What follows belongs to an exercise in optimizing a design on an open flow for small area; a production flow would make more cautious choices. Only simulation tests tie the RTL to the original design; equivalence was not proved.

==> flow/run.sh <==
#!/bin/bash
# synth_recipe.tcl (not shown) runs the flow's synth.tcl, then flattens the netlist and writes it again
# the make line also repeats each setting of config.mk as NAME=value (left out here)
make -C /OpenROAD-flow-scripts/flow DESIGN_CONFIG=/design/flow/config.mk WORK_HOME=/design/flow/orfs CLKGATE_MAP_FILE= SYNTH_SCRIPT=/design/flow/synth_recipe.tcl finish
==> flow/config.mk <==
export PLATFORM = sky130hd
export DESIGN_NAME = pwm_audio_top
export DESIGN_NICKNAME = pwm_audio_top
export VERILOG_FILES = /design/flow/design.v
export SDC_FILE = /design/flow/constraint.sdc
export NUM_CORES = 4
export LEC_CHECK = 0
export CAP_MARGIN = 20
export CORE_MARGIN = 2
export CORE_UTILIZATION = 30
export SLEW_MARGIN = 20
==> flow/constraint.sdc <==
create_clock -name core_clock -period 10.0 [get_ports {PWM_ADC_CLOCK_100M}]
set_input_delay 2.0000 -clock core_clock [delete_from_list [all_inputs] [get_ports {PWM_ADC_CLOCK_100M}]]
set_output_delay 2.0000 -clock core_clock [all_outputs]
set_load 0.01 [all_outputs]
==> flow/design.v <==
`default_nettype none
package pwm_audio_pkg;
  localparam int SAMPLE_PERIOD = 1000;               
  localparam int SAMPLE_W      = 10;                 
  localparam int SAMPLE_CNT_W  = $clog2(SAMPLE_PERIOD);
  localparam logic [SAMPLE_CNT_W-1:0] SAMPLE_LAST = SAMPLE_CNT_W'(SAMPLE_PERIOD - 1);
  localparam int ACC_W = 11;
  localparam logic [ACC_W-1:0] DELTA = ACC_W'(1000);
  localparam int RES_W = 10;
  localparam int M125_W = 7;
  localparam int M8_W   = 3;
  localparam int FIFO_W       = 32;
  localparam int DELAY_DEPTH  = 1024;                
  localparam int DELAY_W      = 10;                  
  localparam int NUM_CHANNELS = 8;                   
  localparam int CHAN_W       = 3;
  localparam logic [FIFO_W-1:0] FRAME_MARKER = FIFO_W'(233333);
  typedef struct packed {
    logic              avail;                        
    logic [FIFO_W-1:0] data;
  } fifo_in_t;
  typedef struct packed {
    logic               en;
    logic [CHAN_W-1:0]  chan;                        
    logic               far;                         
    logic [DELAY_W-1:0] delay;                       
    logic [M125_W-1:0]  n125;                        
    logic [M8_W-1:0]    n8;                          
    logic [M125_W-1:0]  s125;                        
    logic [M8_W-1:0]    s8;
  } delay_wr_t;
  function automatic logic [M125_W-1:0] mod125(input logic [9:0] x);
    logic [7:0] y;
    logic [7:0] z;
    y = {5'd0, x[9:7]} + {5'd0, x[9:7], 1'b0} + {1'b0, x[6:0]};    
    z = y + 8'd3;
    mod125 = z[7] ? z[6:0] : y[6:0];
  endfunction
endpackage : pwm_audio_pkg
`default_nettype wire
`timescale 1ns/1ps
`default_nettype none
module sample_fetch (
  input  wire logic                               PWM_ADC_CLOCK_100M,
  input  wire logic                               arst_n,
  input  wire pwm_audio_pkg::fifo_in_t            audio_fifo,    
  output logic                                    audio_read,    
  output logic [pwm_audio_pkg::SAMPLE_CNT_W-1:0]  period_cnt,    
  output logic [pwm_audio_pkg::SAMPLE_W-1:0]      sample,        
  output logic [pwm_audio_pkg::SAMPLE_W-1:0]      sample_d1,     
  output logic [pwm_audio_pkg::SAMPLE_W-1:0]      sample_d2      
);
  logic                                   period_wrap;
  assign period_wrap = (period_cnt == pwm_audio_pkg::SAMPLE_LAST);
  always_ff @(posedge PWM_ADC_CLOCK_100M or negedge arst_n) begin
    if (!arst_n) begin
      period_cnt <= '0;
    end else if (period_wrap) begin
      period_cnt <= '0;                        
    end else begin
      period_cnt <= period_cnt + 1'b1;
    end
  end
  assign audio_read = period_wrap && audio_fifo.avail;
  always_ff @(posedge PWM_ADC_CLOCK_100M or negedge arst_n) begin
    if (!arst_n) begin
      sample    <= '0;
      sample_d1 <= '0;
      sample_d2 <= '0;
    end else if (period_wrap) begin
      sample_d2 <= sample_d1;
      sample_d1 <= sample;
      if (audio_fifo.avail) begin
        sample <= audio_fifo.data[pwm_audio_pkg::SAMPLE_W-1:0];   
      end
    end
  end
endmodule
`default_nettype wire
`timescale 1ns/1ps
`default_nettype none
module pwm_modulator (
  input  wire logic                               PWM_ADC_CLOCK_100M,
  input  wire logic                               arst_n,
  input  wire logic [pwm_audio_pkg::SAMPLE_W-1:0] sample,
  output logic                                    pwm_out       
);
  logic [pwm_audio_pkg::ACC_W-1:0] acc;
  logic [pwm_audio_pkg::ACC_W-1:0] acc_base;      
  logic [pwm_audio_pkg::ACC_W-1:0] sample_ext;
  logic                            over_th;
  assign sample_ext = {{(pwm_audio_pkg::ACC_W - pwm_audio_pkg::SAMPLE_W){1'b0}}, sample};
  assign over_th  = (acc >= pwm_audio_pkg::DELTA);
  assign acc_base = over_th ? (acc - pwm_audio_pkg::DELTA) : acc;
  always_ff @(posedge PWM_ADC_CLOCK_100M or negedge arst_n) begin
    if (!arst_n) begin
      acc     <= '0;
      pwm_out <= 1'b0;
    end else begin
      acc     <= acc_base + sample_ext;      
      pwm_out <= over_th;                    
    end
  end
endmodule
`default_nettype wire
`timescale 1ns/1ps
`default_nettype none
module delay_line (
  input  wire logic [pwm_audio_pkg::M125_W-1:0] n125,
  input  wire logic [pwm_audio_pkg::M8_W-1:0]   n8,
  input  wire logic [pwm_audio_pkg::M125_W-1:0] s125,
  input  wire logic [pwm_audio_pkg::M8_W-1:0]   s8,
  output logic      [pwm_audio_pkg::RES_W-1:0]  res
);
  logic [13:0] p;
  logic [8:0]  x1;
  logic [7:0]  x2;
  logic [7:0]  x3;
  logic [6:0]  a;                         
  logic [5:0]  pb;
  logic [2:0]  b;                         
  logic [2:0]  dd;
  logic [2:0]  t;
  assign p  = {7'd0, n125} * {7'd0, s125};                          
  assign x1 = {2'd0, p[13:7]} + {1'd0, p[13:7], 1'b0} + {2'd0, p[6:0]};    
  assign x2 = {6'd0, x1[8:7]} + {5'd0, x1[8:7], 1'b0} + {1'b0, x1[6:0]};  
  assign x3 = x2 + 8'd3;
  assign a  = x3[7] ? x3[6:0] : x2[6:0];
  assign pb = {3'd0, n8} * {3'd0, s8};
  assign b  = pb[2:0];
  assign dd  = b - a[2:0];
  assign t   = {dd[2] ^ dd[0], dd[1], dd[0]};
  assign res = {3'd0, a} + {t, 7'd0} - {5'd0, t, 1'b0} - {7'd0, t};
endmodule
`default_nettype wire
`timescale 1ns/1ps
`default_nettype none
module delay_table_loader (
  input  wire logic                     PWM_ADC_CLOCK_100M,
  input  wire logic                     arst_n,
  input  wire pwm_audio_pkg::fifo_in_t  delay_fifo,    
  input  wire logic [pwm_audio_pkg::SAMPLE_CNT_W-1:0] period_cnt,
  input  wire logic [pwm_audio_pkg::SAMPLE_W-1:0]     sample,
  input  wire logic [pwm_audio_pkg::SAMPLE_W-1:0]     sample_d1,
  input  wire logic [pwm_audio_pkg::SAMPLE_W-1:0]     sample_d2,
  output logic                          delay_read,    
  output pwm_audio_pkg::delay_wr_t      delay_wr       
);
  typedef enum logic {
    ST_IDLE    = 1'b0,                     
    ST_LOADING = 1'b1                      
  } state_t;
  state_t                        state;
  logic [pwm_audio_pkg::CHAN_W:0] idx;      
  logic                          is_marker;
  logic                          idx_ok;
  logic                          wr;
  logic [pwm_audio_pkg::DELAY_W-1:0] d;
  logic                          far2;      
  logic [9:0]                    lag2;      
  logic                          far1;      
  logic [9:0]                    lag1;      
  logic                          back1;     
  logic [9:0]                    n;
  logic [pwm_audio_pkg::SAMPLE_W-1:0] s;
  assign delay_read = arst_n && delay_fifo.avail;    
  assign is_marker = (delay_fifo.data == pwm_audio_pkg::FRAME_MARKER);
  assign idx_ok    = !idx[pwm_audio_pkg::CHAN_W];
  assign wr        = delay_fifo.avail && (state == ST_LOADING) && !is_marker && idx_ok;
  assign d    = delay_fifo.data[pwm_audio_pkg::DELAY_W-1:0];
  assign far2 = (d >= 10'd998);
  assign lag2 = far2 ? 10'(d + 10'd26) : 10'(d + 10'd2);      
  assign far1 = (d >= 10'd999);
  assign lag1 = far1 ? 10'(d + 10'd25) : 10'(d + 10'd1);
  assign back1 = (period_cnt < lag1);
  assign n     = back1 ? 10'(period_cnt - lag1 - 10'd24)       
                       : 10'(period_cnt - lag1);
  always_comb begin
    case ({far1, back1})
      2'b00:   s = sample;
      2'b11:   s = sample_d2;
      default: s = sample_d1;
    endcase
  end
  always_ff @(posedge PWM_ADC_CLOCK_100M or negedge arst_n) begin
    if (!arst_n) begin
      state       <= ST_IDLE;
      idx         <= '0;
      delay_wr.en <= 1'b0;
    end else begin
      delay_wr.en <= wr;
      if (delay_fifo.avail) begin
        case (state)
          ST_IDLE: begin
            if (is_marker) begin
              state <= ST_LOADING;         
              idx   <= '0;
            end
          end
          ST_LOADING: begin
            if (is_marker) begin
              state <= ST_IDLE;            
            end else if (idx_ok) begin
              idx   <= idx + 1'b1;
            end
          end
          default: begin
            state <= ST_IDLE;
          end
        endcase
      end
    end
  end
  always_ff @(posedge PWM_ADC_CLOCK_100M) begin
    if (wr) begin
      delay_wr.chan  <= idx[pwm_audio_pkg::CHAN_W-1:0];
      delay_wr.far   <= far2;
      delay_wr.delay <= lag2;
      delay_wr.n125  <= pwm_audio_pkg::mod125(n);
      delay_wr.n8    <= n[2:0];
      delay_wr.s125  <= pwm_audio_pkg::mod125(s);
      delay_wr.s8    <= s[2:0];
    end
  end
endmodule
`default_nettype wire
`timescale 1ns/1ps
`default_nettype none
module speaker_tap #(
  parameter int CHANNEL = 0                        
) (
  input  wire logic                                   PWM_ADC_CLOCK_100M,
  input  wire logic                                   arst_n,
  input  wire pwm_audio_pkg::delay_wr_t               delay_wr,
  input  wire logic [pwm_audio_pkg::RES_W-1:0]        wr_res,       
  input  wire logic [pwm_audio_pkg::SAMPLE_CNT_W-1:0] period_cnt,
  input  wire logic [pwm_audio_pkg::SAMPLE_W-1:0]     sample,
  input  wire logic [pwm_audio_pkg::SAMPLE_W-1:0]     sample_d1,
  input  wire logic [pwm_audio_pkg::SAMPLE_W-1:0]     sample_d2,
  output logic                                        speaker
);
  logic                              far;
  logic [pwm_audio_pkg::DELAY_W-1:0] lag_mod;
  logic [pwm_audio_pkg::RES_W-1:0]   res;          
  logic                              wr_hit;
  logic                              back;
  logic [pwm_audio_pkg::SAMPLE_W-1:0] s;
  logic [10:0]                       sum;
  logic                              carry;
  assign wr_hit = delay_wr.en &&
                  (delay_wr.chan == pwm_audio_pkg::CHAN_W'(CHANNEL));
  assign back = (period_cnt <= lag_mod);
  always_comb begin
    case ({far, back})
      2'b00:   s = sample;
      2'b11:   s = sample_d2;
      default: s = sample_d1;
    endcase
  end
  logic [10:0] c;
  assign c[0] = 1'b0;
  for (genvar i = 0; i < 10; i++) begin : g_add
    assign sum[i]   = res[i] ^ s[i] ^ c[i];
    assign c[i+1]   = (res[i] & s[i]) | (res[i] & c[i]) | (s[i] & c[i]);
  end
  assign sum[10] = c[10];
  assign carry = sum[10] | (&sum[9:5] & (sum[4] | sum[3]));
  logic [9:0] sw;
  logic [10:3] k;
  assign sw[2:0] = sum[2:0];
  assign sw[3]   = ~sum[3];
  assign k[4]    = sum[3];
  assign sw[4]   = ~(sum[4] ^ k[4]);
  assign k[5]    = sum[4] | k[4];
  for (genvar i = 5; i < 10; i++) begin : g_inc
    assign sw[i]  = sum[i] ^ k[i];
    assign k[i+1] = sum[i] & k[i];
  end
  always_ff @(posedge PWM_ADC_CLOCK_100M or negedge arst_n) begin
    if (!arst_n) begin
      far     <= 1'b0;                
      lag_mod <= 10'd2;
      res     <= '0;
      speaker <= 1'b0;
    end else begin
      if (wr_hit) begin
        far     <= delay_wr.far;      
        lag_mod <= delay_wr.delay;
        res     <= wr_res;
      end else begin
        res     <= carry ? sw : sum[9:0];    
      end
      speaker <= carry;               
    end
  end
endmodule
`default_nettype wire
`timescale 1ns/1ps
`default_nettype none
module pwm_audio_top (
  input  wire logic                                   PWM_ADC_CLOCK_100M,
  input  wire logic                                   arst_n,
  input  wire logic [pwm_audio_pkg::FIFO_W:0]         audio_fifo,    
  output logic                                        audio_read,
  input  wire logic [pwm_audio_pkg::FIFO_W:0]         delay_fifo,    
  output logic                                        delay_read,
  output logic                                        pwm_out,
  output logic [pwm_audio_pkg::NUM_CHANNELS-1:0]      speakers
);
  logic [pwm_audio_pkg::SAMPLE_CNT_W-1:0] period_cnt;
  logic [pwm_audio_pkg::SAMPLE_W-1:0]    sample;     
  logic [pwm_audio_pkg::SAMPLE_W-1:0]    sample_d1;  
  logic [pwm_audio_pkg::SAMPLE_W-1:0]    sample_d2;  
  logic [pwm_audio_pkg::RES_W-1:0]       wr_res;     
  pwm_audio_pkg::delay_wr_t              delay_wr;   
  sample_fetch u_sample_fetch (
    .PWM_ADC_CLOCK_100M (PWM_ADC_CLOCK_100M),
    .arst_n             (arst_n),
    .audio_fifo         (audio_fifo),
    .audio_read         (audio_read),
    .period_cnt         (period_cnt),
    .sample             (sample),
    .sample_d1          (sample_d1),
    .sample_d2          (sample_d2)
  );
  pwm_modulator u_pwm_modulator (
    .PWM_ADC_CLOCK_100M (PWM_ADC_CLOCK_100M),
    .arst_n             (arst_n),
    .sample             (sample),
    .pwm_out            (pwm_out)
  );
  delay_table_loader u_delay_table_loader (
    .PWM_ADC_CLOCK_100M (PWM_ADC_CLOCK_100M),
    .arst_n             (arst_n),
    .delay_fifo         (delay_fifo),
    .period_cnt         (period_cnt),
    .sample             (sample),
    .sample_d1          (sample_d1),
    .sample_d2          (sample_d2),
    .delay_read         (delay_read),
    .delay_wr           (delay_wr)
  );
  delay_line u_delay_line (
    .n125               (delay_wr.n125),
    .n8                 (delay_wr.n8),
    .s125               (delay_wr.s125),
    .s8                 (delay_wr.s8),
    .res                (wr_res)
  );
  for (genvar k = 0; k < pwm_audio_pkg::NUM_CHANNELS; k++) begin : g_tap
    speaker_tap #(
      .CHANNEL (k)
    ) u_speaker_tap (
      .PWM_ADC_CLOCK_100M (PWM_ADC_CLOCK_100M),
      .arst_n             (arst_n),
      .delay_wr           (delay_wr),
      .wr_res             (wr_res),
      .period_cnt         (period_cnt),
      .sample             (sample),
      .sample_d1          (sample_d1),
      .sample_d2          (sample_d2),
      .speaker            (speakers[k])
    );
  end
endmodule
`default_nettype wire
==> notes.md, run 1 <==
hold slack=slightly below 0.5 ns; CTS Buf Count=30; Reg2Reg Setup Slack=-1.76 ns; Yosys reg bits=268; PnR worst setup slack=-1.759 ns; R2R cell count=58; clock-pin slew of the registers on the worst-case setup and hold paths=around 0.070 ns; largest net degree at the start of global routing=approximately 120; global-route usage over all layers=15.03%; placement row count=99; outcome=failed layout checks; r2r endpoint=g_tap[4].u_speaker_tap.res[9]; post-place setup slack=-1.842 ns; Die Y=275.1 um; r2r startpoint=u_delay_table_loader.delay_wr[6]; remaining global-route overflow=0; Syn Area/Cell=9.283 um2; drt via density=roughly 4.8; Final Critical Period=11.76 ns; initial antenna violation count=0; Skew-Pair Late Insertion Delay=0.59 ns; startpoint types=flop; Layout Skew=approximately 0.025 ns; clk root buf=clkbuf_16; Failing Checks=setup timing; worst hold endpoint=u_sample_fetch.period_cnt[0]; Initial Utilization=30.27%; Layout area overhead=18.37%; number of flops mapped to enable cells by yosys=34; DR DRC count=0; Final TNS setup=-89.80 ns; Max Cap Viol=0; IO buf count=56; Initial DRC Count=1062; Synth Net Count=approximately 2800; final setup fails=64; DR vias=~17000; CTS Buffer Depth=3; Post-Syn Instances=2375; Yosys warning count=11; die width=275.1 um; gpl congestion=0.8245; Seq/Total Area, Yosys=31.24%; DRT Pass-1 Iters=6; Worst-Margin Slew=1.006 ns; # hold bufs at CTS=0; H-tree levels=1; CTS tree=yes; Hold Crit Depth=1; worst hold path type=reg2reg; cell area after synthesis=22050 um2; distinct cell type count after synthesis=79; fill cell count=7406; crit-path max cell delay=0.55 ns; CP Class=reg2reg; antenna cells=0; first-pass GRT wire length=approximately 90000 um; die area=75670 um2; crit-path max FO=8; layout cell share with drive strength beyond 1=15.84%; Synth Flop Type=dfrtp_1; crit path launch=u_delay_table_loader.delay_wr[6]; Fmax=about 85 MHz; clk sink count=approximately 270; Routed Antenna Nets=0; Worst EP required=about 10 ns; wire per inst=16.04 um; CP max stage cell=fa_1; vias in the first global route=16630; worst hold start=u_sample_fetch.period_cnt[0]; final worst-path cycle share=117.6%; Post-synth ARST share=87.31%; RSZ-0062 raised after global routing=yes; Final Hold Viols=0; Final Net Count=just under 3000; final wirelength=55880 um; crit path DAT=12.21 ns; Relative slew margins=~33%; number of I/O pins=79; Detail Placement HPWL=a little under 40000 um; Critical Path End Type=flop; Core Area=72830 um2; max-slew violations=0
[kinds of logic after synthesis]
logic type | share of synthesized area (%)
muxes | 4.881
adders and majority gates | 24.54
DFF | 31.24
and+or+nand+nor | 11.16
xor gates and xnor gates | 4.955
AOI/OAI and AO/OA | 15.22
buffers and inverters | 8.014
[metal layers]
| layer | vias to the layer above | track usage, % | part of all wire (%) |
|---|---|---|---|
| met4 | 0 | 3.414 | 2.0 |
| met1 | 7995 | 20.56 | 47 |
| met3 | 71 | 2.767 | 5.2 |
| met5 | - | 0 | 0 |
| met2 | 362 | 24.59 | 46 |
| li1 | 8257 | - | - |
[worst max-delay path: cells and delay by family, from the launching register on]
family                     cells  cell delay, ns
AOI/OAI and AO/OA             10            1.54
buffers and inverters         14            0.98
DFF                            1            0.44
xor gates and xnor gates      10            1.67
muxes                          2            0.50
adders and majority gates     15            5.39
and+or+nand+nor                7            1.13
[state kept, by name, indices dropped and copies added (netlist names)]
register and flops:
g_tap.u_speaker_tap.far 8, g_tap.u_speaker_tap.lag_mod 80, g_tap.u_speaker_tap.res 80, g_tap.u_speaker_tap.speaker 8, u_delay_table_loader.delay_wr 35, u_delay_table_loader.idx 4
u_delay_table_loader.state 1, u_pwm_modulator.acc 11, u_pwm_modulator.pwm_out 1, u_sample_fetch.period_cnt 10, u_sample_fetch.sample 10, u_sample_fetch.sample_d1 10
u_sample_fetch.sample_d2 10
[area by class of cell]
| class | instances | area (um2) | share of cell area, % |
|---|---|---|---|
| sequential | 268 | 6887 | 26.39 |
| tap | 959 | 1200 | 4.598 |
| timing repair buffer | 205 | 1788 | 6.852 |
| clock buffer | 41 | 873.3 | 3.347 |
| multi-input combinational | 1645 | 13830 | 53.01 |
| clock inverter | 15 | 192.7 | 0.7384 |
| inverter | 352 | 1321 | 5.063 |
[worst max-delay path by stage]
| stage | end | slack, ns | cells past startpoint |
|---|---|---|---|
| global placement | g_tap[4].u_speaker_tap.res[9] | -1.65 | 56 |
| floorplan | g_tap[0].u_speaker_tap.res[9] | -1.53 | 55 |
| global route | g_tap[4].u_speaker_tap.res[9] | -2.35 | 57 |
| finish | g_tap[4].u_speaker_tap.res[9] | -1.76 | 58 |
| CTS | g_tap[4].u_speaker_tap.res[9] | -1.68 | 56 |
| detailed placement | g_tap[1].u_speaker_tap.res[9] | -1.84 | 56 |
[cell usage in the layout (no fill, tap or decap), types with 7 or more instances in the layout]
| master | synthesis | routed |
|---|---|---|
| o21ai_2 | 0 | 23 |
| nand2b_1 | 10 | 9 |
| mux2_2 | 77 | 77 |
| or3_1 | 7 | 7 |
| o21ai_0 | 151 | 115 |
| a21o_1 | 33 | 33 |
| nor3_1 | 13 | 12 |
| buf_12 | 0 | 8 |
| o21bai_1 | 7 | 7 |
| inv_2 | 0 | 8 |
| edfxtp_1 | 34 | 34 |
| nor2b_1 | 25 | 24 |
| clkinv_2 | 0 | 8 |
| buf_4 | 8 | 140 |
| o21ai_1 | 5 | 17 |
| nor3b_1 | 7 | 7 |
| a221o_1 | 10 | 10 |
| o21a_1 | 16 | 16 |
| a21oi_2 | 1 | 11 |
| clkbuf_16 | 0 | 31 |
| fa_1 | 111 | 109 |
| nor2_1 | 153 | 152 |
| nand3_1 | 27 | 27 |
| mux2_4 | 0 | 7 |
| and2_1 | 35 | 29 |
| clkdlybuf4s50_1 | 0 | 55 |
| xnor2_1 | 67 | 64 |
| a22oi_1 | 97 | 97 |
| xor2_1 | 44 | 41 |
| dfrtp_1 | 226 | 226 |
| nand4_1 | 23 | 23 |
| a21oi_1 | 153 | 141 |
| dfstp_2 | 8 | 8 |
| nor4_1 | 9 | 9 |
| mux2i_1 | 13 | 12 |
| nand2_1 | 190 | 188 |
| o31ai_1 | 12 | 12 |
| ha_4 | 0 | 8 |
| ha_1 | 254 | 243 |
| inv_1 | 352 | 344 |
[repair_timing]
action / in CTS / in global routing
pin swaps: 19 / 31
endpoints found under the setup margin: 64 / 72
setup buffers: 17 / 7
gates resized for setup: 43 / 30
[metrics by stage]
step | util [%] | area [um2] | instances
after floorplan | - | 22190 | 2375
after global placement | 33.72 | 24560 | 3405
after detailed placement | 33.72 | 24560 | 3405
after CTS | 35.56 | 25900 | 3478
after global routing | 35.83 | 26100 | 3485
final | 35.83 | 26100 | 3485
[cells in the mapped netlist, types with 33 or more instances]
master      n  area share, %
a22oi_1    97            3.3
dfrtp_1   226             26
nor2_1    153            2.6
clkbuf_1  100            1.7
o21ai_0   151            3.4
fa_1      111             10
xor2_1     44            1.7
nand2_1   190            3.2
ha_1      254             14
edfxtp_1   34            4.6
a21oi_1   153            3.5
mux2_2     77            3.9
inv_1     352            6.0
xnor2_1    67            2.7
a21o_1     33            1.1
and2_1     35           0.99
==> run 2: changes to the inputs <==
--- a/flow/design.v
+++ b/flow/design.v
@@ -8,3 +8,3 @@
   localparam logic [ACC_W-1:0] DELTA = ACC_W'(1000);
-  localparam int RES_W = 10;
+  localparam int RES_W  = 10;
   localparam int M125_W = 7;
@@ -31,2 +31,8 @@
   } delay_wr_t;
+  typedef struct packed {
+    logic               en;
+    logic [CHAN_W-1:0]  chan;
+    logic [M125_W-1:0]  r125;
+    logic [M8_W-1:0]    r8;
+  } res_wr_t;
   function automatic logic [M125_W-1:0] mod125(input logic [9:0] x);
@@ -34,3 +40,3 @@
     logic [7:0] z;
-    y = {5'd0, x[9:7]} + {5'd0, x[9:7], 1'b0} + {1'b0, x[6:0]};    
+    y = {1'b0, x[6:0]} + {5'd0, x[9:7]} + {4'd0, x[9:7], 1'b0};    
     z = y + 8'd3;
@@ -108,7 +114,7 @@
 module delay_line (
-  input  wire logic [pwm_audio_pkg::M125_W-1:0] n125,
-  input  wire logic [pwm_audio_pkg::M8_W-1:0]   n8,
-  input  wire logic [pwm_audio_pkg::M125_W-1:0] s125,
-  input  wire logic [pwm_audio_pkg::M8_W-1:0]   s8,
-  output logic      [pwm_audio_pkg::RES_W-1:0]  res
+  input  wire logic                            PWM_ADC_CLOCK_100M,
+  input  wire logic                            arst_n,
+  input  wire pwm_audio_pkg::delay_wr_t        delay_wr,
+  output pwm_audio_pkg::res_wr_t               res_wr,      
+  output logic      [pwm_audio_pkg::RES_W-1:0] res          
 );
@@ -118,17 +124,36 @@
   logic [7:0]  x3;
-  logic [6:0]  a;                         
-  logic [5:0]  pb;
-  logic [2:0]  b;                         
   logic [2:0]  dd;
   logic [2:0]  t;
-  assign p  = {7'd0, n125} * {7'd0, s125};                          
-  assign x1 = {2'd0, p[13:7]} + {1'd0, p[13:7], 1'b0} + {2'd0, p[6:0]};    
-  assign x2 = {6'd0, x1[8:7]} + {5'd0, x1[8:7], 1'b0} + {1'b0, x1[6:0]};  
+  logic [9:0]  t125;
+  assign p  = {7'd0, delay_wr.n125} * {7'd0, delay_wr.s125};            
+  assign x1 = {2'd0, p[6:0]} + {2'd0, p[13:7]} + {1'd0, p[13:7], 1'b0};   
+  assign x2 = {1'd0, x1[6:0]} + {6'd0, x1[8:7]} + {5'd0, x1[8:7], 1'b0};  
   assign x3 = x2 + 8'd3;
-  assign a  = x3[7] ? x3[6:0] : x2[6:0];
-  assign pb = {3'd0, n8} * {3'd0, s8};
-  assign b  = pb[2:0];
-  assign dd  = b - a[2:0];
-  assign t   = {dd[2] ^ dd[0], dd[1], dd[0]};
-  assign res = {3'd0, a} + {t, 7'd0} - {5'd0, t, 1'b0} - {7'd0, t};
+  always_ff @(posedge PWM_ADC_CLOCK_100M or negedge arst_n) begin
+    if (!arst_n) begin
+      res_wr.en <= 1'b0;
+    end else begin
+      res_wr.en <= delay_wr.en;
+    end
+  end
+  always_ff @(posedge PWM_ADC_CLOCK_100M) begin
+    res_wr.chan <= delay_wr.chan;
+    res_wr.r125 <= x3[7] ? x3[6:0] : x2[6:0];
+    res_wr.r8   <= 3'(delay_wr.n8 * delay_wr.s8);
+  end
+  assign dd = res_wr.r8 - res_wr.r125[2:0];
+  assign t  = {dd[2] ^ dd[0], dd[1], dd[0]};
+  always_comb begin
+    case (t)
+      3'd0:    t125 = 10'd0;
+      3'd1:    t125 = 10'd125;
+      3'd2:    t125 = 10'd250;
+      3'd3:    t125 = 10'd375;
+      3'd4:    t125 = 10'd500;
+      3'd5:    t125 = 10'd625;
+      3'd6:    t125 = 10'd750;
+      default: t125 = 10'd875;
+    endcase
+  end
+  assign res = {3'd0, res_wr.r125} + t125;
 endmodule
@@ -158,8 +183,10 @@
   logic [pwm_audio_pkg::DELAY_W-1:0] d;
-  logic                          far2;      
-  logic [9:0]                    lag2;      
-  logic                          far1;      
-  logic [9:0]                    lag1;      
-  logic                          back1;     
-  logic [9:0]                    n;
+  logic                          far;       
+  logic [9:0]                    lag;       
+  logic [10:0]                   e;         
+  logic                          neg;
+  logic [7:0]                    y;
+  logic [7:0]                    z;
+  logic                          older;     
+  logic                          oldest;    
   logic [pwm_audio_pkg::SAMPLE_W-1:0] s;
@@ -169,16 +196,15 @@
   assign wr        = delay_fifo.avail && (state == ST_LOADING) && !is_marker && idx_ok;
-  assign d    = delay_fifo.data[pwm_audio_pkg::DELAY_W-1:0];
-  assign far2 = (d >= 10'd998);
-  assign lag2 = far2 ? 10'(d + 10'd26) : 10'(d + 10'd2);      
-  assign far1 = (d >= 10'd999);
-  assign lag1 = far1 ? 10'(d + 10'd25) : 10'(d + 10'd1);
-  assign back1 = (period_cnt < lag1);
-  assign n     = back1 ? 10'(period_cnt - lag1 - 10'd24)       
-                       : 10'(period_cnt - lag1);
+  assign d   = delay_fifo.data[pwm_audio_pkg::DELAY_W-1:0];
+  assign far = (d >= 10'd998);
+  assign lag = far ? 10'(d + 10'd26) : 10'(d + 10'd2);        
+  assign e   = {1'b0, period_cnt} + {1'b0, ~d};
+  assign neg = !e[10];
+  assign y   = {1'b0, e[6:0]} + {5'd0, e[9:7]} + {4'd0, e[9:7], 1'b0} + (neg ? 8'd101 : 8'd0);
+  assign z   = y + 8'd3;
+  assign older  = neg || (e[9:0] == 10'd0);
+  assign oldest = neg && (e[9:0] <= 10'd24);
   always_comb begin
-    case ({far1, back1})
-      2'b00:   s = sample;
-      2'b11:   s = sample_d2;
-      default: s = sample_d1;
-    endcase
+    if (oldest)     s = sample_d2;
+    else if (older) s = sample_d1;
+    else            s = sample;
   end
@@ -214,11 +240,9 @@
   always_ff @(posedge PWM_ADC_CLOCK_100M) begin
-    if (wr) begin
-      delay_wr.chan  <= idx[pwm_audio_pkg::CHAN_W-1:0];
-      delay_wr.far   <= far2;
-      delay_wr.delay <= lag2;
-      delay_wr.n125  <= pwm_audio_pkg::mod125(n);
-      delay_wr.n8    <= n[2:0];
-      delay_wr.s125  <= pwm_audio_pkg::mod125(s);
-      delay_wr.s8    <= s[2:0];
-    end
+    delay_wr.chan  <= idx[pwm_audio_pkg::CHAN_W-1:0];
+    delay_wr.far   <= far;
+    delay_wr.delay <= lag;
+    delay_wr.n125  <= z[7] ? z[6:0] : y[6:0];
+    delay_wr.n8    <= e[2:0];
+    delay_wr.s125  <= pwm_audio_pkg::mod125(s);
+    delay_wr.s8    <= s[2:0];
   end
@@ -234,2 +258,3 @@
   input  wire pwm_audio_pkg::delay_wr_t               delay_wr,
+  input  wire pwm_audio_pkg::res_wr_t                 res_wr,
   input  wire logic [pwm_audio_pkg::RES_W-1:0]        wr_res,       
@@ -244,10 +269,22 @@
   logic [pwm_audio_pkg::RES_W-1:0]   res;          
+  logic [pwm_audio_pkg::RES_W-1:0]   cur;
   logic                              wr_hit;
+  logic                              res_hit;
   logic                              back;
+  logic [10:0]                       gt;
   logic [pwm_audio_pkg::SAMPLE_W-1:0] s;
+  logic [10:0]                       c;
   logic [10:0]                       sum;
   logic                              carry;
-  assign wr_hit = delay_wr.en &&
-                  (delay_wr.chan == pwm_audio_pkg::CHAN_W'(CHANNEL));
-  assign back = (period_cnt <= lag_mod);
+  logic [9:0]                        sw;
+  logic [10:3]                       k;
+  assign wr_hit  = delay_wr.en &&
+                   (delay_wr.chan == pwm_audio_pkg::CHAN_W'(CHANNEL));
+  assign res_hit = res_wr.en &&
+                   (res_wr.chan == pwm_audio_pkg::CHAN_W'(CHANNEL));
+  assign gt[0] = 1'b0;
+  for (genvar i = 0; i < 10; i++) begin : g_cmp
+    assign gt[i+1] = (period_cnt[i] & ~lag_mod[i]) | (period_cnt[i] & gt[i]) | (~lag_mod[i] & gt[i]);
+  end
+  assign back = ~gt[10];
   always_comb begin
@@ -259,7 +296,7 @@
   end
-  logic [10:0] c;
+  assign cur  = res_hit ? wr_res : res;
   assign c[0] = 1'b0;
   for (genvar i = 0; i < 10; i++) begin : g_add
-    assign sum[i]   = res[i] ^ s[i] ^ c[i];
-    assign c[i+1]   = (res[i] & s[i]) | (res[i] & c[i]) | (s[i] & c[i]);
+    assign sum[i]   = cur[i] ^ s[i] ^ c[i];
+    assign c[i+1]   = (cur[i] & s[i]) | (cur[i] & c[i]) | (s[i] & c[i]);
   end
@@ -267,4 +304,2 @@
   assign carry = sum[10] | (&sum[9:5] & (sum[4] | sum[3]));
-  logic [9:0] sw;
-  logic [10:3] k;
   assign sw[2:0] = sum[2:0];
@@ -288,6 +323,4 @@
         lag_mod <= delay_wr.delay;
-        res     <= wr_res;
-      end else begin
-        res     <= carry ? sw : sum[9:0];    
       end
+      res     <= carry ? sw : sum[9:0];
       speaker <= carry;               
@@ -315,2 +348,3 @@
   pwm_audio_pkg::delay_wr_t              delay_wr;   
+  pwm_audio_pkg::res_wr_t                res_wr;     
   sample_fetch u_sample_fetch (
@@ -343,6 +377,6 @@
   delay_line u_delay_line (
-    .n125               (delay_wr.n125),
-    .n8                 (delay_wr.n8),
-    .s125               (delay_wr.s125),
-    .s8                 (delay_wr.s8),
+    .PWM_ADC_CLOCK_100M (PWM_ADC_CLOCK_100M),
+    .arst_n             (arst_n),
+    .delay_wr           (delay_wr),
+    .res_wr             (res_wr),
     .res                (wr_res)
@@ -356,2 +390,3 @@
       .delay_wr           (delay_wr),
+      .res_wr             (res_wr),
       .wr_res             (wr_res),
--- a/flow/config.mk
+++ b/flow/config.mk
@@ -9,3 +9,4 @@
 export CORE_MARGIN = 2
-export CORE_UTILIZATION = 30
+export CORE_UTILIZATION = 60
+export CTS_BUF_LIST = sky130_fd_sc_hd__clkbuf_4
 export SLEW_MARGIN = 20
==> run 2 against run 1 <==
Compared with the run above: now clean on timing, DRC and antenna; count of clock-buffer cells in the layout is 81 higher; final cell count is 19% lower; non-clock buffer count is 126 lower; largest cell class unchanged.
==> notes.md, run 2 <==
Post-synth ARST share=between 80 and 90%; final wirelength=about 51000 um; post-CTS sizing=0; number of I/O pins=79; Final TNS setup=0 ns; placement row count=68; number of flops mapped to enable cells by yosys=0; max-slew violations=0; Layout area overhead=9.258%; Post-CTS Setup Bufs=0; distinct cell type count after synthesis=between 70 and 80; worst hold path type=reg2reg; wire per inst=18.07 um; Final Hold Viols=0; die area=36170 um2; placed cells=2671; Worst-Margin Slew=1.077 ns; vias in the first global route=16430; r2r startpoint=u_delay_table_loader.delay_wr[15]; Synth Net Count=2603; final worst-path cycle share=between 80 and 90%; Max Cap Viol=0; DR vias=16140; CP Capture Point=u_delay_line.res_wr[9]; startpoint types=flop; IO buf count=56; first-pass GRT wire length=83800 um; most frequent cells in the layout=239 x inv_1, 227 x dfrtp_1, 224 x nand2_1, 181 x nor2_1, 170 x ha_1; most common cell in the synthesized netlist=inv_1; Relative slew margins=27.86%; Routed Antenna Nets=0; CP dominant cell by count=inv_1; Syn Area/Cell=approximately 9 um2; Regs by FF count=g_tap.u_speaker_tap.lag_mod (80), g_tap.u_speaker_tap.res (80), u_delay_table_loader.delay_wr (35); Post-Syn Instances=2252; CP max stage cell=fa_1; Synth area leaders=dfrtp_1 27%, fa_1 11%, ha_1 10%, mux2_2 4.7%, dfxtp_1 4.5%; global-route usage over all layers=29.47%; remaining global-route overflow=0; Yosys reg bits=around 280; r2r endpoint=u_delay_line.res_wr[9]; placed cell areas=21660 um2; clk root buf=clkbuf_4; Initial Utilization=60.51%; final setup fails=0; final non-filler cell total=around 2800; H-tree levels=3; Reg2Reg Setup Slack=roughly 1.4 ns; crit path DAT=just over 9 ns; Final Net Count=2650; Yosys top cell by area=dfrtp_1; clk sink count=282; initial antenna violation count=2; Layout Skew=approximately 0.076 ns; CTS tree=yes; outcome=no timing/DRC/antenna violations; post-route cell area=22720 um2; DR DRC count=0; gpl congestion=0.8403; PnR worst setup slack=around 1.4 ns; post-place setup slack=1.376 ns; CTS Buffer Depth=3; CTS Buf Count=slightly above 80; layout cell share with drive strength beyond 1=approximately 11%; clock-pin slew of the registers on the worst-case setup and hold paths=0.07 ns; crit-path max FO=7; Initial DRC Count=969; Seq/Total Area, Yosys=32.85%; cell area after synthesis=roughly 21000 um2; Hold Crit Depth=1; CP Class=reg2reg; largest net degree at the start of global routing=115; most common cell after layout, fill and taps aside=inv_1; most frequent cells after synthesis=239 x inv_1, 227 x dfrtp_1, 224 x nand2_1; Fmax=115.7 MHz; crit-path max cell delay=0.56 ns; Final Critical Period=8.645 ns; drt via density=around 5.7; RSZ-0062 raised after global routing=no; Synth Flop Type=dfrtp_1; Skew-Pair Late Insertion Delay=0.81 ns; Core Area=34370 um2; Worst EP required=10.63 ns; R2R cell count=37; # hold bufs at CTS=0; Detail Placement HPWL=36360 um; Die Y=190.2 um; Yosys warning count=12; die width=190.2 um; Critical Path End Type=flop; crit path launch=u_delay_table_loader.delay_wr[15]; DRT Pass-1 Iters=5; post-synth top area share=a little over a quarter
==> run 2: cell count changes after synthesis, moves of 17 or more <==
| cell | delta |
|---|---|
| inv_1 | -113 |
| ha_1 | -84 |
| dfxtp_1 | +47 |
| edfxtp_1 | -34 |
| nand2_1 | +34 |
| nor2_1 | +28 |
| mux2i_1 | +22 |
| maj3_1 | +20 |
| o21ai_0 | -19 |
| a22oi_1 | -17 |
==> run 2: cell families (layout without fill, tap and decap cells) <==
kind of cell / Yosys count / after routing / synth area share (%)
and+or+nand+nor: 579 / 579 / 12.54
AOI/OAI and AO/OA: 505 / 505 / 15.06
xor gates and xnor gates: 99 / 99 / 4.169
DFF: 282 / 282 / 32.85
other: 0 / 2 / 0
muxes: 124 / 124 / 6.539
adders and majority gates: 306 / 306 / 22.22
buffers and inverters: 357 / 462 / 6.623
==> run 2: worst min-delay path by stage <==
stage                                                  from                                end  slack (ns)
final                     g_tap[3].u_speaker_tap.lag_mod[0]  g_tap[3].u_speaker_tap.lag_mod[0]        0.50
after global routing      g_tap[7].u_speaker_tap.lag_mod[2]  g_tap[7].u_speaker_tap.lag_mod[2]        0.51
after CTS                       u_delay_table_loader.idx[2]  u_delay_table_loader.delay_wr[33]        0.50
after detailed placement  u_delay_table_loader.delay_wr[33]            u_delay_line.res_wr[12]        0.46
after global placement    u_delay_table_loader.delay_wr[33]            u_delay_line.res_wr[12]        0.46
after floorplan           u_delay_table_loader.delay_wr[33]            u_delay_line.res_wr[12]        0.39
==> run 2: final cells by class <==
class | instances | area [um2]
Multi-Input combinational cell | 1613 | 12610
Fill cell | 2919 | 11650
Sequential cell | 282 | 6832
Clock buffer | 122 | 915.9
Inverter | 242 | 908.4
Timing Repair Buffer | 79 | 738.2
Tap cell | 455 | 569.3
Clock inverter | 19 | 142.6
Antenna cell | 2 | 5.005
==> run 2: layer usage <==
layer / up-vias / track usage (%) / wire, um
li1: 7778 / - / -
met1: 7845 / 38.88 / 22370
met2: 407 / 48.96 / 24120
met3: 114 / 4.981 / 2875
met4: 0 / 10.94 / 1472
met5: - / 0 / 0
==> run 2: critical path, delay by kind of cell (launching register included) <==
family / cells / cell delay, ns
fa+ha+maj: 9 / 3.56
compound gates: 14 / 2.59
simple gates: 6 / 1.20
flops: 1 / 0.45
xor+xnor: 2 / 0.36
buf+inv: 6 / 0.32
==> run 2: per-stage QoR <==
step | util [%] | hold slack (ns)
global route | 66.11 | 0.5125
finish | 66.11 | 0.4963
detailed placement | 63.02 | 0.4594
floorplan | - | 0.3904
global placement | 63.02 | 0.4582
CTS | 66.10 | 0.4989
==> run 3: changes to the inputs <==
--- a/flow/config.mk
+++ b/flow/config.mk
@@ -9,4 +9,3 @@
 export CORE_MARGIN = 2
-export CORE_UTILIZATION = 60
-export CTS_BUF_LIST = sky130_fd_sc_hd__clkbuf_4
+export CORE_UTILIZATION = 30
 export SLEW_MARGIN = 20
==> run 3 against run 2 <==
Compared with the run above: final cell count increased by 14%; first-iteration DRC count grew 20%; wire length up 3.1%; utilization down 32 points; flip-flop and latch count is the same; critical path type unchanged; critical endpoint unchanged.
==> notes.md, run 3 <==
post-CTS sizing=0; Die Y=267.3 um; distinct cell type count after synthesis=77; largest net degree at the start of global routing=99; initial antenna violation count=0; number of I/O pins=79; vias in the first global route=around 16000; placed cells=3147; Reg2Reg Setup Slack=1.44 ns; RSZ-0062 raised after global routing=no; placement row count=between 90 and 100; DR DRC count=0; cell area after synthesis=a little over 20000 um2; H-tree levels=2; R2R cell count=35; drt via density=4.965; Synth Net Count=2603; Synth Flop Type=dfrtp_1; Yosys reg bits=approximately 280; post-synth top area share=27.31%; worst hold endpoint=u_delay_table_loader.delay_wr[33]; most common cell after layout, fill and taps aside=inv_1; Post-Syn Instances=between 2000 and 2500; Post-synth ARST share=83.33%; final non-filler cell total=3211; Post-CTS Setup Bufs=0; final setup fails=0; PnR worst setup slack=1.444 ns; Yosys warning count=12; Final Hold Viols=0; antenna cells=0; remaining global-route overflow=0; Fmax=~120 MHz; DRT Pass-1 Iters=7; die width=roughly 270 um; worst hold path type=reg2reg; crit path DAT=roughly 9 ns; largest delay contributor family on the critical path=adder cells; Synth area leaders=dfrtp_1 27%, fa_1 11%, ha_1 10%, mux2_2 4.7%, dfxtp_1 4.5%; crit-path max FO=7; Regs by FF count=g_tap.u_speaker_tap.lag_mod (80), g_tap.u_speaker_tap.res (80), u_delay_table_loader.delay_wr (35); layout cell share with drive strength beyond 1=approximately 8.6%; Worst-Margin Slew=around 0.96 ns; worst hold start=u_delay_table_loader.idx[2]; CTS tree=yes; Routed Antenna Nets=0; Initial Utilization=30.33%; DR vias=15940; final wirelength=52410 um; r2r endpoint=u_delay_line.res_wr[9]; outcome=no timing/DRC/antenna violations; post-place setup slack=1.471 ns; Max Cap Viol=0; wire per inst=16.32 um; Layout Skew=0.01973 ns; most frequent cells after synthesis=239 x inv_1, 227 x dfrtp_1, 224 x nand2_1; Final Net Count=2604; Core Area=68590 um2; Detail Placement HPWL=38250 um; gpl congestion=0.8316; IO buf count=56; Worst EP required=10.42 ns; most frequent cells in the layout=239 x inv_1, 227 x dfrtp_1, 224 x nand2_1, 181 x nor2_1, 170 x ha_1; clk sink count=roughly 280; worst path bufs/invs=5; Critical Path End Type=flop; max-slew violations=0; Hold Crit Depth=0; global-route usage over all layers=between 10% and 20%; Final Critical Period=8.556 ns; CTS Buf Count=35; Skew-Pair Late Insertion Delay=0.55 ns; clk root buf=clkbuf_16; Syn Area/Cell=a little over 9 um2; Relative slew margins=a little over a third; most common cell in the synthesized netlist=inv_1; final worst-path cycle share=85.56%; CP max stage cell=fa_1; Seq/Total Area, Yosys=roughly 33%; r2r startpoint=u_delay_table_loader.delay_wr[16]; Final TNS setup=0 ns; Yosys top cell by area=dfrtp_1; crit-path max cell delay=about 0.56 ns; die area=71450 um2; Initial DRC Count=roughly 1200; clock-pin slew of the registers on the worst-case setup and hold paths=~0.060 ns; startpoint types=flop; number of flops mapped to enable cells by yosys=0; # hold bufs at CTS=0; Layout area overhead=12.74%; first-pass GRT wire length=86350 um; CP Class=reg2reg; CTS Buffer Depth=3
[run 3: cell count changes in the layout (fill, tap and decap cells not counted), moves of 2 or more]
cell        previous run  this run
clkbuf_4             122         0
clkbuf_8               0        10
clkbuf_16              0        35
clkbuf_1               0         8
clkinvlp_4             3         1
diode_2                2         0
clkinv_1              13         3
inv_6                  1         3
[run 3: cell families after synthesis]
logic type	share of synthesized area (%)
adders and majority gates	22.22
buffers and inverters	6.623
AOI/OAI and AO/OA	15.06
xor gates and xnor gates	4.169
muxes	6.539
and+or+nand+nor	12.54
DFF	32.85
[run 3: worst max-delay path by stage]
| stage | start | to | slack, ns | cells past startpoint |
|---|---|---|---|---|
| 5_1_grt | u_delay_table_loader.delay_wr[6] | u_delay_line.res_wr[9] | 0.72 | 38 |
| 3_3_place_gp | u_delay_table_loader.delay_wr[6] | u_delay_line.res_wr[9] | 1.58 | 33 |
| 4_1_cts | u_delay_table_loader.delay_wr[6] | u_delay_line.res_wr[9] | 1.42 | 35 |
| 6_report | u_delay_table_loader.delay_wr[16] | u_delay_line.res_wr[9] | 1.44 | 35 |
| 3_5_place_dp | u_delay_table_loader.delay_wr[6] | u_delay_line.res_wr[9] | 1.47 | 35 |
| 2_1_floorplan | u_delay_table_loader.delay_wr[6] | u_delay_line.res_wr[9] | 2.27 | 31 |
[run 3: cell type report]
type / count / area (um2)
fill: 6881 / 45140
multi-input combinational: 1613 / 12620
sequential: 282 / 6832
tap: 931 / 1165
clock buffer: 53 / 1044
inverter: 242 / 908.4
timing repair buffer: 79 / 738.2
clock inverter: 11 / 142.6
[run 3: layer usage]
metal	vias to the layer above	global-route usage, %	share of wire (%)
li1	7652	-	-
met1	7826	20.03	46
met2	383	24.75	46
met3	81	2.685	5.4
met4	0	4.844	2.7
met5	-	0	0
[run 3: stage by stage]
step                utilization [%]  area [um2]  hold slack (ns)
detailed placement            32.45       22260           0.4359
global placement              32.45       22260           0.4279
floorplan                         -       20800           0.3904
CTS                           34.18       23440           0.4487
finish                        34.19       23450           0.4429
global route                  34.19       23450           0.4784
==> run 4: changes to the inputs <==
--- a/flow/design.v
+++ b/flow/design.v
@@ -93,16 +93,34 @@
 );
-  logic [pwm_audio_pkg::ACC_W-1:0] acc;
-  logic [pwm_audio_pkg::ACC_W-1:0] acc_base;      
-  logic [pwm_audio_pkg::ACC_W-1:0] sample_ext;
-  logic                            over_th;
-  assign sample_ext = {{(pwm_audio_pkg::ACC_W - pwm_audio_pkg::SAMPLE_W){1'b0}}, sample};
-  assign over_th  = (acc >= pwm_audio_pkg::DELTA);
-  assign acc_base = over_th ? (acc - pwm_audio_pkg::DELTA) : acc;
+  logic [pwm_audio_pkg::RES_W-1:0] res;
+  logic                            over;          
+  logic [10:0]                     c;
+  logic [10:0]                     sum;
+  logic                            carry;
+  logic [9:0]                      sw;
+  logic [10:3]                     k;
+  assign c[0] = 1'b0;
+  for (genvar i = 0; i < 10; i++) begin : g_add
+    assign sum[i] = res[i] ^ sample[i] ^ c[i];
+    assign c[i+1] = (res[i] & sample[i]) | (res[i] & c[i]) | (sample[i] & c[i]);
+  end
+  assign sum[10] = c[10];
+  assign carry   = sum[10] | (&sum[9:5] & (sum[4] | sum[3]));
+  assign sw[2:0] = sum[2:0];
+  assign sw[3]   = ~sum[3];
+  assign k[4]    = sum[3];
+  assign sw[4]   = ~(sum[4] ^ k[4]);
+  assign k[5]    = sum[4] | k[4];
+  for (genvar i = 5; i < 10; i++) begin : g_inc
+    assign sw[i]  = sum[i] ^ k[i];
+    assign k[i+1] = sum[i] & k[i];
+  end
   always_ff @(posedge PWM_ADC_CLOCK_100M or negedge arst_n) begin
     if (!arst_n) begin
-      acc     <= '0;
+      res     <= '0;
+      over    <= 1'b0;
       pwm_out <= 1'b0;
     end else begin
-      acc     <= acc_base + sample_ext;      
-      pwm_out <= over_th;                    
+      res     <= carry ? sw : sum[9:0];
+      over    <= carry;                      
+      pwm_out <= over;                       
     end
@@ -171,3 +189,5 @@
   output logic                          delay_read,    
-  output pwm_audio_pkg::delay_wr_t      delay_wr       
+  output pwm_audio_pkg::delay_wr_t      delay_wr,      
+  output logic                          tap_far,       
+  output logic [pwm_audio_pkg::DELAY_W-1:0] tap_delay  
 );
@@ -198,3 +218,3 @@
   assign far = (d >= 10'd998);
-  assign lag = far ? 10'(d + 10'd26) : 10'(d + 10'd2);        
+  assign lag = d + {5'd0, far, far, 3'b010};                  
   assign e   = {1'b0, period_cnt} + {1'b0, ~d};
@@ -239,2 +259,4 @@
   end
+  assign tap_far   = delay_wr.far && arst_n;
+  assign tap_delay = arst_n ? delay_wr.delay : 10'd2;
   always_ff @(posedge PWM_ADC_CLOCK_100M) begin
@@ -259,2 +281,4 @@
   input  wire pwm_audio_pkg::res_wr_t                 res_wr,
+  input  wire logic                                   tap_far,      
+  input  wire logic [pwm_audio_pkg::DELAY_W-1:0]      tap_delay,    
   input  wire logic [pwm_audio_pkg::RES_W-1:0]        wr_res,       
@@ -313,6 +337,10 @@
   end
+  always_ff @(posedge PWM_ADC_CLOCK_100M) begin
+    if (wr_hit || !arst_n) begin
+      far     <= tap_far;             
+      lag_mod <= tap_delay;
+    end
+  end
   always_ff @(posedge PWM_ADC_CLOCK_100M or negedge arst_n) begin
     if (!arst_n) begin
-      far     <= 1'b0;                
-      lag_mod <= 10'd2;
       res     <= '0;
@@ -320,6 +348,2 @@
     end else begin
-      if (wr_hit) begin
-        far     <= delay_wr.far;      
-        lag_mod <= delay_wr.delay;
-      end
       res     <= carry ? sw : sum[9:0];
@@ -349,2 +373,4 @@
   pwm_audio_pkg::res_wr_t                res_wr;     
+  logic                                  tap_far;
+  logic [pwm_audio_pkg::DELAY_W-1:0]     tap_delay;
   sample_fetch u_sample_fetch (
@@ -374,3 +400,5 @@
     .delay_read         (delay_read),
-    .delay_wr           (delay_wr)
+    .delay_wr           (delay_wr),
+    .tap_far            (tap_far),
+    .tap_delay          (tap_delay)
   );
@@ -391,2 +419,4 @@
       .res_wr             (res_wr),
+      .tap_far            (tap_far),
+      .tap_delay          (tap_delay),
       .wr_res             (wr_res),
--- a/flow/config.mk
+++ b/flow/config.mk
@@ -9,3 +9,6 @@
 export CORE_MARGIN = 2
-export CORE_UTILIZATION = 30
+export CORE_UTILIZATION = 60
+export CTS_BUF_LIST = sky130_fd_sc_hd__clkbuf_16
+export CTS_CLUSTER_DIAMETER = 80
+export CTS_CLUSTER_SIZE = 40
 export SLEW_MARGIN = 20
==> run 4 against run 3 <==
Compared with the run above: die area decreased by 51%; synthesized cell count decreased by 9.0%; final cell count decreased by 22%; first-iteration DRC count decreased by 14%; clock skew increased by 0.039 ns; still clean on timing, DRC and antenna; critical path type unchanged; cell area decreased by 7.9%.
==> notes.md, run 4 <==
max-slew violations=0; placement row count=66; final setup fails=0; Post-synth ARST share=52.13%; Reg2Reg Setup Slack=0.77 ns; Core Area=32700 um2; Worst-Margin Slew=approximately 1 ns; CP max stage cell=fa_1; final worst-path cycle share=92.25%; Final Net Count=2404; clock-pin slew of the registers on the worst-case setup and hold paths=0.08 ns; Max Cap Viol=0; die width=between 150 and 200 um; clk root buf=clkbuf_16; Relative slew margins=31.61%; IO buf count=56; Regs by FF count=g_tap.u_speaker_tap.lag_mod (80), g_tap.u_speaker_tap.res (80), u_delay_table_loader.delay_wr (35); die area=between 30000 and 40000 um2; CTS Buf Count=18; crit path DAT=approximately 9.6 ns; Synth Net Count=between 2000 and 2500; Seq/Total Area, Yosys=between 30% and 40%; Final Hold Viols=0; r2r startpoint=u_delay_table_loader.delay_wr[15]; DRT Pass-1 Iters=8; most frequent cells after synthesis=237 x inv_1, 165 x ha_1, 163 x a21oi_1, 163 x nor2_1, 148 x nand2_1; DR vias=roughly 15000; gpl congestion=0.8682; Critical Path End Type=flop; Syn Area/Cell=9.787 um2; DR DRC count=0; startpoint types=flop; Synth Flop Type=dfrtp_1; Post-CTS Setup Bufs=0; Initial DRC Count=996; clk sink count=about 280; R2R cell count=40; final non-filler cell total=2504; PnR worst setup slack=roughly 0.77 ns; most common cell after layout, fill and taps aside=inv_1; remaining global-route overflow=0; vias in the first global route=14800; worst hold endpoint=u_pwm_modulator.pwm_out; first-pass GRT wire length=77290 um; most frequent cells in the layout=237 x inv_1, 165 x ha_1, 163 x nor2_1, 163 x a21oi_1, 148 x nand2_1; Detail Placement HPWL=34770 um; global-route usage over all layers=27.76%; # hold bufs at CTS=0; largest net degree at the start of global routing=66; Worst EP required=10.39 ns; post-CTS sizing=0; Post-Syn Instances=2050; cell area after synthesis=20060 um2; CP Class=reg2reg; CTS Buffer Depth=3; crit-path max cell delay=between 0.5 and 0.6 ns; CP dominant cell by count=inv_1; most common cell in the synthesized netlist=inv_1; initial antenna violation count=2; Die Y=186.9 um; crit-path max FO=8; number of flops mapped to enable cells by yosys=88; Synth area leaders=dfrtp_1 18%, edfxtp_1 13%, fa_1 12%, ha_1 10%, dfxtp_1 4.7%; CTS tree=yes; Final Critical Period=9.225 ns; final wirelength=roughly 47000 um; Initial Utilization=61.35%; number of I/O pins=79; r2r endpoint=u_delay_line.res_wr[9]; distinct cell type count after synthesis=66; Routed Antenna Nets=0; placed cells=2472; H-tree levels=1; Yosys reg bits=282; Yosys top cell by area=dfrtp_1; Layout area overhead=7.639%; Hold Crit Depth=0; post-synth top area share=18.33%; Yosys warning count=12; hold slack=0.3550 ns; worst hold start=u_pwm_modulator.over; wire per inst=18.85 um; Skew-Pair Late Insertion Delay=0.55 ns; drt via density=between 5 and 6; layout cell share with drive strength beyond 1=about 7%; post-place setup slack=between 0.9 and 1 ns; worst hold path type=reg2reg; Fmax=between 100 and 150 MHz; antenna cells=0; Final TNS setup=0 ns; RSZ-0062 raised after global routing=no; outcome=no timing/DRC/antenna violations; Layout Skew=about 0.058 ns
[run 4: cell types whose count changed in the layout (fill, tap and decap cells not counted), moves of 12 or more]
| cell | previous run | this run |
|---|---|---|
| and2_1 | 26 | 38 |
| edfxtp_1 | 0 | 88 |
| o21ai_0 | 132 | 107 |
| clkbuf_16 | 35 | 19 |
| nor2_1 | 181 | 163 |
| maj3_1 | 21 | 1 |
| dfrtp_1 | 227 | 147 |
| maj3_2 | 2 | 55 |
| nand2_1 | 224 | 148 |
| mux2_2 | 87 | 21 |
[run 4: how the worst max path moves through the flow]
stage	startpoint	to	slack, ns	cells past startpoint
finish	u_delay_table_loader.delay_wr[15]	u_delay_line.res_wr[9]	0.77	40
global route	u_delay_table_loader.delay_wr[15]	u_delay_line.res_wr[9]	0.07	40
CTS	u_delay_table_loader.delay_wr[15]	u_delay_line.res_wr[9]	0.82	40
detailed placement	u_delay_table_loader.delay_wr[15]	u_delay_line.res_wr[9]	0.90	40
global placement	u_delay_table_loader.delay_wr[6]	u_delay_line.res_wr[9]	1.22	38
floorplan	u_delay_table_loader.delay_wr[6]	u_delay_line.res_wr[9]	1.88	38
[run 4: logic make-up after synthesis]
family	Yosys count	synth area share, %
simple gates	473	10.76
compound gates	465	14.25
buf+inv	347	6.679
fa+ha+maj	342	25.50
flops	282	36.20
xor+xnor	89	3.885
mux	52	2.725
[run 4: layout make-up]
| cell class | instances | area [um2] |
|---|---|---|
| Sequential cell | 282 | 7262 |
| Clock inverter | 13 | 161.4 |
| Timing Repair Buffer | 81 | 749.5 |
| Inverter | 246 | 923.4 |
| Clock buffer | 19 | 475.5 |
| Fill cell | 2701 | 11110 |
| Tap cell | 442 | 553.0 |
| Multi-Input combinational cell | 1421 | 11470 |
[run 4: critical path, delay by kind of cell (launching register included)]
| kind | cells | cell delay (ns) |
|---|---|---|
| compound gates | 12 | 2.52 |
| xor+xnor | 3 | 0.59 |
| buf+inv | 7 | 0.44 |
| fa+ha+maj | 10 | 3.87 |
| simple gates | 8 | 1.21 |
| flops | 1 | 0.48 |
[run 4: routing by layer]
| metal | routed length, um | vias to the layer above | GRT usage, % |
|---|---|---|---|
| met5 | 0 | - | 0 |
| met4 | 1658 | 0 | 9.249 |
| met3 | 2984 | 125 | 3.734 |
| met2 | 22070 | 454 | 45.90 |
| met1 | 20480 | 7109 | 38.08 |
| li1 | - | 6974 | - |
[run 4: per-stage QoR]
| step | cell area (um2) | utilization [%] |
|---|---|---|
| after floorplan | 20060 | - |
| after global placement | 20960 | 64.09 |
| after detailed placement | 20960 | 64.09 |
| after CTS | 21600 | 66.04 |
| after global routing | 21600 | 66.04 |
| final | 21600 | 66.04 |
==> run 5: changes to the inputs <==
--- a/flow/config.mk
+++ b/flow/config.mk
@@ -12,3 +12,3 @@
 export CTS_CLUSTER_DIAMETER = 80
-export CTS_CLUSTER_SIZE = 40
+export CTS_CLUSTER_SIZE = 30
 export SLEW_MARGIN = 20
==> run 5 against run 4 <==
Compared with the run above: still clean; clock skew down 0.0057 ns; die area unchanged; maximum frequency about the same; via count unchanged; flip-flop and latch count unchanged; critical path type unchanged; critical endpoint unchanged; largest cell class unchanged.
==> notes.md, run 5 <==
most frequent cells after synthesis=237 x inv_1, 165 x ha_1, 163 x a21oi_1, 163 x nor2_1, 148 x nand2_1; layout cell share with drive strength beyond 1=7.219%; largest net degree at the start of global routing=between 60 and 70; grt met2 use=45.84%; Seq/Total Area, Yosys=36.20%; met1 usage=37.64%; post-synth top area share=around 18%; CTS tree=yes; Final Critical Period=between 9 and 10 ns; Post-CTS Setup Bufs=0; initial antenna violation count=1; DR vias=14660; Critical Path End Type=flop; hold slack=between 0.3 and 0.4 ns; Yosys reg bits=282; wire per inst=18.87 um; Worst EP required=10.40 ns; first-pass GRT wire length=77510 um; gpl congestion=0.8682; distinct cell type count after synthesis=66; CP dominant cell by count=inv_1; placed cells=2472; Final Hold Viols=0; Routed Antenna Nets=0; Core Area=32700 um2; most common cell after layout, fill and taps aside=inv_1; number of I/O pins=79; clock-pin slew of the registers on the worst-case setup and hold paths=0.08 ns; drt via density=5.851; die area=34920 um2; Initial Utilization=61.35%; global-route usage over all layers=~28%; IO buf count=56; startpoint types=flop; final wirelength=47290 um; remaining global-route overflow=0; Layout area overhead=7.833%; Synth Flop Type=dfrtp_1; crit-path max cell delay=0.56 ns; most frequent cells in the layout=237 x inv_1, 165 x ha_1, 163 x nor2_1, 163 x a21oi_1, 148 x nand2_1; max-slew violations=0; Synth area leaders=dfrtp_1 18%, edfxtp_1 13%, fa_1 12%, ha_1 10%, dfxtp_1 4.7%; Synth Net Count=2404; Relative slew margins=between 30% and 40%; crit-path max FO=8; Yosys top cell by area=dfrtp_1; Die Y=between 150 and 200 um; Fmax=between 100 and 150 MHz; clk sink count=~280; CP Class=reg2reg; Detail Placement HPWL=34770 um; Max Cap Viol=0; Worst-Margin Slew=1.019 ns; die width=approximately 190 um; most common cell in the synthesized netlist=inv_1; final non-filler cell total=2506; placement row count=66; CP max stage cell=fa_1; Final TNS setup=0 ns; CTS Buffer Depth=3; placed cell areas=20960 um2; gr busiest metal=met2; final worst-path cycle share=between 90 and 100%; post-CTS sizing=0; # hold bufs at CTS=0; Initial DRC Count=between 1000 and 1500; clk root buf=clkbuf_16; cell area after synthesis=between 20000 and 25000 um2; Skew-Pair Late Insertion Delay=0.55 ns; Regs by FF count=g_tap.u_speaker_tap.lag_mod (80), g_tap.u_speaker_tap.res (80), u_delay_table_loader.delay_wr (35); CTS Buf Count=19; vias in the first global route=14850; Yosys warning count=12; Syn Area/Cell=9.787 um2; number of flops mapped to enable cells by yosys=88; outcome=no timing/DRC/antenna violations; Post-Syn Instances=2050; met3 usage=between 4 and 5%; H-tree levels=1; crit path DAT=9.62 ns; worst hold path type=reg2reg; DR DRC count=0; Post-synth ARST share=52.13%; DRT Pass-1 Iters=6; final setup fails=0; post-route cell area=around 22000 um2; RSZ-0062 raised after global routing=no; Layout Skew=0.05263 ns; antenna cells=0; Final Net Count=2405
[run 5: cell families (layout without fill, tap and decap cells)]
| kind of cell | after synthesis | count (layout) | synth area share (%) |
|---|---|---|---|
| muxes | 52 | 52 | 2.725 |
| buffers and inverters | 347 | 361 | 6.679 |
| xor gates and xnor gates | 89 | 89 | 3.885 |
| and+or+nand+nor | 473 | 473 | 10.76 |
| adders and majority gates | 342 | 342 | 25.50 |
| DFF | 282 | 282 | 36.20 |
| AOI/OAI and AO/OA | 465 | 465 | 14.25 |
[run 5: cell type report]
class,instances,area [um2]
Clock buffer,19,475.5
Clock inverter,15,200.2
Fill cell,2706,11070
Inverter,246,923.4
Multi-Input combinational cell,1421,11470
Sequential cell,282,7262
Tap cell,442,553.0
Timing Repair Buffer,81,749.5
[run 5: metrics by stage]
step	util (%)	setup slack [ns]
6_report	66.16	0.7753
4_1_cts	66.16	0.8224
2_1_floorplan	-	1.878
3_3_place_gp	64.09	1.224
5_1_grt	66.16	0.07166
3_5_place_dp	64.09	0.9006
[run 5: critical path: cells and delay by family, from the launching register on]
family | cells | cell delay [ns]
xor+xnor | 3 | 0.59
buf+inv | 7 | 0.44
compound gates | 12 | 2.52
flops | 1 | 0.48
simple gates | 8 | 1.21
fa+ha+maj | 10 | 3.87
[run 5: layer usage]
layer / share of wire, % / routed length, um
met5: 0 / 0
met4: 3.7 / 1732
met3: 6.2 / 2937
met2: 46 / 21920
met1: 44 / 20700
[run 5: path summary, 6_finish.rpt]
check | startpoint | cells past startpoint | end | slack [ns]
worst max-delay path | u_delay_table_loader.delay_wr[15] | 40 | u_delay_line.res_wr[9] | 0.78
worst min-delay path | u_pwm_modulator.over | 0 | u_pwm_modulator.pwm_out | 0.36
worst max register to register | u_delay_table_loader.delay_wr[15] | 40 | u_delay_line.res_wr[9] | 0.78
worst min register to register | u_pwm_modulator.over | 0 | u_pwm_modulator.pwm_out | 0.36
max in group asynchronous | arst_n | 2 | g_tap[6].u_speaker_tap.res[8] | 7.28
min in group asynchronous | arst_n | 1 | u_sample_fetch.period_cnt[2] | 1.38

[afterwards: timing with drivers on the ports]
How much do the figures lean on ideal ports? The routed layouts below were timed once more, with nothing changed but the port constraints.
Step 1 assumes that a clkbuf_16 drives the clock port and a buf_2 every other input.
Step 2 also shifts input and output timing later by t, the mid clock arrival at the registers, as if the neighbouring blocks saw the same clock.
Three values: no drivers, after step 1, after step 2; two values: the first two.
| run | t (ns) | setup slack, ns | worst setup path at the end | clock arrival spread, ns |
|---|---|---|---|---|
| run 1 | 0.641 | -1.759 / -1.759 / -1.759 | register to register | 0.026 / 0.027 |
| run 2 | 0.823 | 1.355 / 1.355 / 1.355 | register to register | 0.078 / 0.078 |
| run 3 | 0.597 | 1.444 / 1.444 / 1.444 | register to register | 0.021 / 0.021 |
| run 4 | 0.574 | 0.775 / 0.775 / 0.775 | register to register | 0.061 / 0.061 |
| run 5 | 0.578 | 0.775 / 0.775 / 0.775 | register to register | 0.057 / 0.057 |
